Source: an optimization exercise on an open RTL-to-GDS flow (aim: small area, a short achievable clock period and few clock cycles per item). Production flows keep margins and buffers that such runs may drop.
Function was checked by simulation only, so behaviour that the tests miss may differ from the original.
Power figures rest on the tool's default switching activity, not on a simulated workload.

**design/flow/flow/run.sh**
```bash
#!/bin/bash
# The standard ORFS layout, with plain buffers on the ports instead of the delay cells
# buffer_ports picks by default, and the top and bottom pins on met2 and met4, so the die
# can be small. Every ORFS step keeps its own log under orfs/logs/; make's output goes to
# make.log.
set -euo pipefail
bash standard.sh \
  BUFFER_PORTS_ARGS="-buffer_cell sky130_fd_sc_hd__buf_1" \
  IO_PLACER_V="met2 met4" \
  finish > make.log 2>&1
```
**design/flow/standard.sh**
```bash
#!/bin/bash
# synth_recipe.tcl (not shown) runs the flow's synth.tcl, then flattens the netlist and writes it again
# the make line also repeats each setting of config.mk as NAME=value (left out here)
make -C /OpenROAD-flow-scripts/flow DESIGN_CONFIG=/design/flow/config.mk WORK_HOME=/design/flow/orfs CLKGATE_MAP_FILE= SYNTH_SCRIPT=/design/flow/synth_recipe.tcl "${@:-finish}"
```
**design/flow/config.mk**
```make
export PLATFORM = sky130hd
export DESIGN_NAME = axi_block_bridge
export DESIGN_NICKNAME = axi_block_bridge
export VERILOG_FILES = /design/flow/design.v
export SDC_FILE = /design/flow/constraint.sdc
export NUM_CORES = 4
export LEC_CHECK = 0
export CAP_MARGIN = 20
export CORE_AREA = 3 3 307 307
export CTS_CLUSTER_DIAMETER = 70
export CTS_CLUSTER_SIZE = 25
export DIE_AREA = 0 0 310 310
export SETUP_SLACK_MARGIN = 2.45
export SLEW_MARGIN = 20
```
**design/flow/constraint.sdc**
```tcl
create_clock -name core_clock -period 5.0 [get_ports {clk}]
set_input_delay 1.0000 -clock core_clock [delete_from_list [all_inputs] [get_ports {clk}]]
set_output_delay 1.0000 -clock core_clock [all_outputs]
set_load 0.01 [all_outputs]
```
**design/flow/design.v**
```verilog
module axi_block_bridge #(
  parameter int ADDR_WIDTH     = 64,
  parameter int AXI_DATA_WIDTH = 64,
  parameter int BLOCK_WIDTH    = 512
) (
  input  logic                        clk,
  input  logic                        arstn,
  input  logic                        i_start_read,
  input  logic                        i_start_write,
  input  logic [ADDR_WIDTH-1:0]       i_addr,
  input  logic [BLOCK_WIDTH-1:0]      i_data_block,
  output logic [BLOCK_WIDTH-1:0]      o_data_block,
  output logic                        o_read_last,
  output logic                        o_b_resp,
  output logic                        o_bus_error,
  output logic [ADDR_WIDTH-1:0]       m_araddr,
  output logic [7:0]                  m_arlen,
  output logic [2:0]                  m_arsize,
  output logic [1:0]                  m_arburst,
  output logic                        m_arvalid,
  input  logic                        m_arready,
  input  logic [AXI_DATA_WIDTH-1:0]   m_rdata,
  input  logic [1:0]                  m_rresp,
  input  logic                        m_rlast,
  input  logic                        m_rvalid,
  output logic                        m_rready,
  output logic [ADDR_WIDTH-1:0]       m_awaddr,
  output logic [7:0]                  m_awlen,
  output logic [2:0]                  m_awsize,
  output logic [1:0]                  m_awburst,
  output logic                        m_awvalid,
  input  logic                        m_awready,
  output logic [AXI_DATA_WIDTH-1:0]   m_wdata,
  output logic [AXI_DATA_WIDTH/8-1:0] m_wstrb,
  output logic                        m_wlast,
  output logic                        m_wvalid,
  input  logic                        m_wready,
  input  logic [1:0]                  m_bresp,
  input  logic                        m_bvalid,
  output logic                        m_bready
);
  localparam int BEATS = BLOCK_WIDTH / AXI_DATA_WIDTH;
  localparam int OFF_W = $clog2(BLOCK_WIDTH / 8);
  localparam logic [7:0] AX_LEN  = 8'(BEATS - 1);
  localparam logic [2:0] AX_SIZE = 3'($clog2(AXI_DATA_WIDTH / 8));
  logic                                 busy_q, wbusy_q, apend_q;
  logic                                 arvalid_q, rready_q, rdone_q;
  logic                                 awvalid_q, wvalid_q, bready_q;
  logic [BEATS-1:0]                     rptr_q, wptr_q;
  logic [ADDR_WIDTH-1:OFF_W]            addr_q;
  logic [AXI_DATA_WIDTH-1:0]            wcur_q, wnext;
  logic [BEATS-1:1][AXI_DATA_WIDTH-1:0] wbuf_q;
  logic [BEATS-1:0][AXI_DATA_WIDTH-1:0] rblk_q;
  logic                                 acc_w, acc_r, r_hs, b_hs, r_end, w_end;
  logic                                 arvalid_d, awvalid_d, wvalid_d;
  assign acc_w = !busy_q && i_start_write;
  assign acc_r = !busy_q && !i_start_write && i_start_read;
  assign r_hs  = m_rvalid && rready_q;
  assign b_hs  = m_bvalid && bready_q;
  assign r_end = m_rvalid && rptr_q[BEATS-1];
  assign w_end = m_wready && wptr_q[BEATS-1];
  assign arvalid_d = acc_r || (arvalid_q && !m_arready);
  assign awvalid_d = acc_w || (awvalid_q && !m_awready);
  assign wvalid_d  = acc_w || (wvalid_q && !w_end);
  always_ff @(posedge clk or negedge arstn) begin
    if (!arstn) begin
      busy_q    <= 1'b0;
      wbusy_q   <= 1'b0;
      apend_q   <= 1'b0;
      arvalid_q <= 1'b0;
      rready_q  <= 1'b0;
      rdone_q   <= 1'b0;
      awvalid_q <= 1'b0;
      wvalid_q  <= 1'b0;
      bready_q  <= 1'b0;
      rptr_q    <= '0;
      wptr_q    <= '0;
    end else begin
      busy_q    <= busy_q ? !(rdone_q || b_hs) : (i_start_write || i_start_read);
      wbusy_q   <= acc_w || (wbusy_q && !b_hs);
      apend_q   <= arvalid_d || awvalid_d;
      arvalid_q <= arvalid_d;
      rready_q  <= (arvalid_q && m_arready) || (rready_q && !r_end);
      rdone_q   <= r_end;
      awvalid_q <= awvalid_d;
      wvalid_q  <= wvalid_d;
      bready_q  <= (bready_q && !m_bvalid) ||
                   (!awvalid_d && !wvalid_d && (awvalid_q || wvalid_q));
      if (acc_r)     rptr_q <= BEATS'(1);
      else if (r_hs) rptr_q <= rptr_q << 1;
      if (acc_w)         wptr_q <= BEATS'(1);
      else if (m_wready) wptr_q <= wptr_q << 1;
    end
  end
  always_comb begin
    wnext = '0;
    for (int k = 1; k < BEATS; k++)
      wnext = wnext | ({AXI_DATA_WIDTH{wptr_q[k-1]}} & wbuf_q[k]);
  end
  always_ff @(posedge clk) begin
    if (!wbusy_q) begin
      wbuf_q <= i_data_block[BLOCK_WIDTH-1:AXI_DATA_WIDTH];
      wcur_q <= i_data_block[AXI_DATA_WIDTH-1:0];
    end else if (m_wready) begin
      wcur_q <= wnext;
    end
    if (!apend_q) addr_q <= i_addr[ADDR_WIDTH-1:OFF_W];
  end
  always_ff @(posedge clk or negedge arstn) begin
    if (!arstn) rblk_q <= '0;
    else begin
      for (int k = 0; k < BEATS; k++)
        if (rptr_q[k]) rblk_q[k] <= m_rdata;
    end
  end
  assign o_data_block = rblk_q;
  assign o_read_last  = rdone_q;
  assign o_b_resp     = b_hs;
  assign m_arvalid = arvalid_q;
  assign m_rready  = rready_q;
  assign m_awvalid = awvalid_q;
  assign m_wvalid  = wvalid_q;
  assign m_bready  = bready_q;
  assign m_wdata   = wcur_q;
  assign m_wlast   = wptr_q[BEATS-1];
  assign m_wstrb   = '1;
  assign m_araddr  = {addr_q, {OFF_W{1'b0}}};
  assign m_arlen   = AX_LEN;
  assign m_arsize  = AX_SIZE;
  assign m_arburst = 2'b01;
  assign m_awaddr  = {addr_q, {OFF_W{1'b0}}};
  assign m_awlen   = AX_LEN;
  assign m_awsize  = AX_SIZE;
  assign m_awburst = 2'b01;
  logic err_q;
  always_ff @(posedge clk or negedge arstn) begin
    if (!arstn) err_q <= 1'b0;
    else if ((r_hs && m_rresp != 2'b00) || (b_hs && m_bresp != 2'b00)) err_q <= 1'b1;
  end
  assign o_bus_error = err_q;
  logic unused_in;
  assign unused_in = &{1'b0, m_rlast, i_addr[OFF_W-1:0]};
endmodule
```
==> run_results.csv <==
group,metric,value,unit
cts,clkTransAtPathRegs,100,ps
power,total_power,34.4,mW
floorplan,core.rowCount,110,
global_route,globalRouteTotalUtil,30.7,%
timing,rsz0062_at_grt,"no",
worst_setup_path,critical_path.startpoint_type,"input pin",
power,power-per-cell-area,704,nW/µm²
cts,tritoncts.num_buffers,59,
cts,clk-insertion-delay-late,700,ps
synthesis,ys.warnings.count,1,
routing,wire_per_inst,32.3,µm
routing,met2WireLength,75900,µm
layout,post_route_utilization,53.7,%
cts,cts_tree,"done",
worst_setup_path,worstPathArrival,1530,ps
synthesis,synth-async-reset-ratio,48.6,%
synthesis,syn_area,40800,µm²
routing,viasPerCell,5.55,
worst_setup_path,timing_worst_setup_path_type,"in2out",
synthesis,yosysUniqueCellTypes,31,
worst_setup_path,r2r-start,"wptr_q[1]",
cts,cts_htree_levels,2,
routing,met3_routed_wirelength,11700,µm
floorplan,placeableCoreArea,90800,µm²
routing,antenna_violating_nets_left,0,
floorplan,design.portCount,1401,
timing,report.final.hold_viol_count,0,
floorplan,initial_utilization,44.9,%
synthesis,synth_adder_area_share,0,%
cts,numClockSinks,1108,
timing,finalWorstSetupSlack,2470,ps
synthesis,netlist_top_cells_count,"570 x edfxtp_1, 538 x dfrtp_1, 513 x mux2_2",
synthesis,synth-edff-count,570,
worst_setup_path,critPathCaptureType,"output pin",
global_route,via_count_of_the_first_global_routing_pass,27200,
worst_setup_path,timing.reg2reg.setup_slack,2610,ps
layout,design.final.nets,4158,
synthesis,share_of_the_synthesized_netlist_area_taken_by_xor_and_xnor_gates,0,%
timing,final.min_clock_period,2530,ps
synthesis,yosysSeqAreaShare,74.9,%
routing,maxUsedRoutingLayer,"met5",
timing,clock.fmax,396,MHz
worst_setup_path,crit_fanout,4,
layout,ff_latch_area,30600,µm²
timing,slew_headroom,31.3,%
global_route,antenna_found_initial,105,
synthesis,postSynthRegisterBits,1108,
worst_hold_path,timing.hold.worst.class,"in2async",
placed_design,io_buffers,1347,
routing,routed_wirelength,155000,µm
placed_design,place_worst_setup_slack,1750,ps
layout,drive_gt1_share,20.1,%
timing,worst-slew-pin-transition,1030,ps
floorplan,dieHeight,310,µm
synthesis,ys_top_cells_by_area,"edfxtp_1 42%, dfrtp_1 33%, mux2_2 14%, buf_4 2.0%, a222oi_1 1.6%",
synthesis,yosysTopAreaCellShare,42.0,%
floorplan,die_width,310,µm
routing,vias,26700,
global_route,grt_overflow_total,0,
synthesis,synthesis.area_per_instance,18.2,µm²
synthesis,syn_inst,2237,
routing,detail_route.first_pass.iterations,9,
synthesis,synthFlopType,"edfxtp_1",
routing,routedLengthMet1,47500,µm
power,power.leakage,18.1,nW
synthesis,synth_compound_area_share,6.12,%
layout,final.fill_count,7703,
synthesis,synth.largest_area_cell,"edfxtp_1",
worst_setup_path,r2r_end,"wcur_q[31]",
synthesis,proportion_of_synthesized_area_in_mux_cells,14.3,%
synthesis,combinational_family_with_the_most_area_after_synthesis,"multiplexers",
power,worst_ir_drop_vdd,0.461,mV
timing,timing_max_transition_violations_final,0,
run_status,status,"finished clean",
layout,multi_input_area,8940,µm²
placed_design,detailed_place_hpwl,118000,µm
cts,clock_tree.root_cell,"clkbuf_16",
layout,area_delta_synth_final,19.6,%
floorplan,die_area,96100,µm²
global_route,grt_start_max_net_pins,99,
cts,max-clock-path-buffers,3,
worst_setup_path,required,4000,ps
global_route,grt_pass1_wl,206000,µm
synthesis,synthSimpleGateAreaFrac,1.01,%
routing,route.detailed.drc,0,
synthesis,yosysMostFrequentCell,"edfxtp_1",
placed_design,gp_routability_congestion,0.965,
worst_setup_path,reg2reg_depth,5,
routing,drt_first_iter_violations,2369,
timing,period_share,50.5,%
timing,setup_viol_count_final,0,
cts,cts.hold.buffers_added,0,
timing,fin_worst_skew,53.4,ps
run,maxCapViolCount,0,
per-stage QoR:
step,TNS (ps),hold slack [ps],instance area [µm²],cells
floorplan,-1190720,511,41000,2281
global placement,0,464,46500,4617
detailed placement,0,494,46500,4617
CTS,0,401,48600,4729
global route,0,423,48700,4788
finish,0,456,48800,4803
logic make-up (layout without fill, tap and decap cells):
family	count (synthesis)	count (layout)
flops	1108	1108
mux	520	520
compound gates	273	273
buf+inv	234	1507
simple gates	100	100
other cells	2	119
cell type report:
class | count | share of cell area [%]
diodes | 73 | 0.374
clock buffers | 83 | 3.36
clock inverters | 28 | 0.749
inverters | 7 | 0.0616
multi-input cells | 939 | 18.3
flip-flops and latches | 1108 | 62.8
well taps | 1176 | 3.02
repair buffers | 1389 | 11.3
state kept, by name, indices dropped and copies added, names as in the netlist:
register / flops
rdone_q: 1
wbusy_q: 1
wptr_q: 8
awvalid_q: 1
bready_q: 1
apend_q: 1
rblk_q: 512
wbuf_q: 448
addr_q: 58
busy_q: 1
wcur_q: 64
rptr_q: 8
wvalid_q: 1
arvalid_q: 1
rready_q: 1
err_q: 1
worst max-delay path by stage:
stage | startpoint | end | cells past startpoint
after floorplan | wbusy_q | wbuf_q[0] | 2
after global placement | wbusy_q | wbuf_q[139] | 3
after detailed placement | wbusy_q | wbuf_q[263] | 3
after CTS | bready_q | o_b_resp | 2
after global routing | rready_q | m_rready | 1
final | m_bvalid | o_b_resp | 3
cell usage in the layout (no fill, tap or decap), types with 33 or more instances in the layout:
cell       instances
buf_1           1342
diode_2           73
conb_1            46
buf_4             33
a222oi_1          64
a31oi_1           64
nor2_1            73
edfxtp_1         570
a221oi_2          38
a22o_1            64
clkbuf_16         61
dfrtp_1          521
mux2_2           513
metal layers:
layer	GRT usage, %	up-vias
li1	-	11100
met1	30.2	13300
met2	51.6	1549
met3	8.09	749
met4	31.1	28
met5	0.148	-
where the power goes:
| part | internal (mW) | switching (mW) | leakage [nW] |
|---|---|---|---|
| sequential | 14.0 | 2.63 | 12.2 |
| combinational | 4.71 | 7.30 | 4.90 |
| clock | 2.52 | 3.19 | 0.976 |
| total | 21.2 | 13.1 | 18.1 |
worst max-delay path, cell delays in order:
cell and delay, ps:
buf_2 130, and2_4 210, buf_1 180
repair_timing:
item | in CTS | in global routing
gates resized for setup | 13 | 1
setup endpoints to repair | 186 | 179
setup buffers | 0 | 1
cloned | 1 | 0
Testbench counts, summed over its fixed seeds: cycles 45,951, items 3,200.

port drivers added, routing unchanged:
In the flow no input, the clock included, has a driving cell. The finished layout below was timed again as built, in two steps. Step 1, drivers: a clkbuf_16 drives clk and a buf_2 each remaining input, both assumed. Step 2 also shifts input and output timing later by t, the mid clock arrival at the registers, as if the neighbouring blocks saw the same clock. a / b / c = ideal ports / drivers / drivers and shift; a / b = the first two.
shift t [ns]: 0.746
setup WS [ns]: 2.474 / 2.373 / 1.786
worst setup path after step 2: input to register
After both steps setup and hold are still met in this run. The setup slack of this run moves by -0.101 ns with the drivers and by -0.688 ns with both steps.
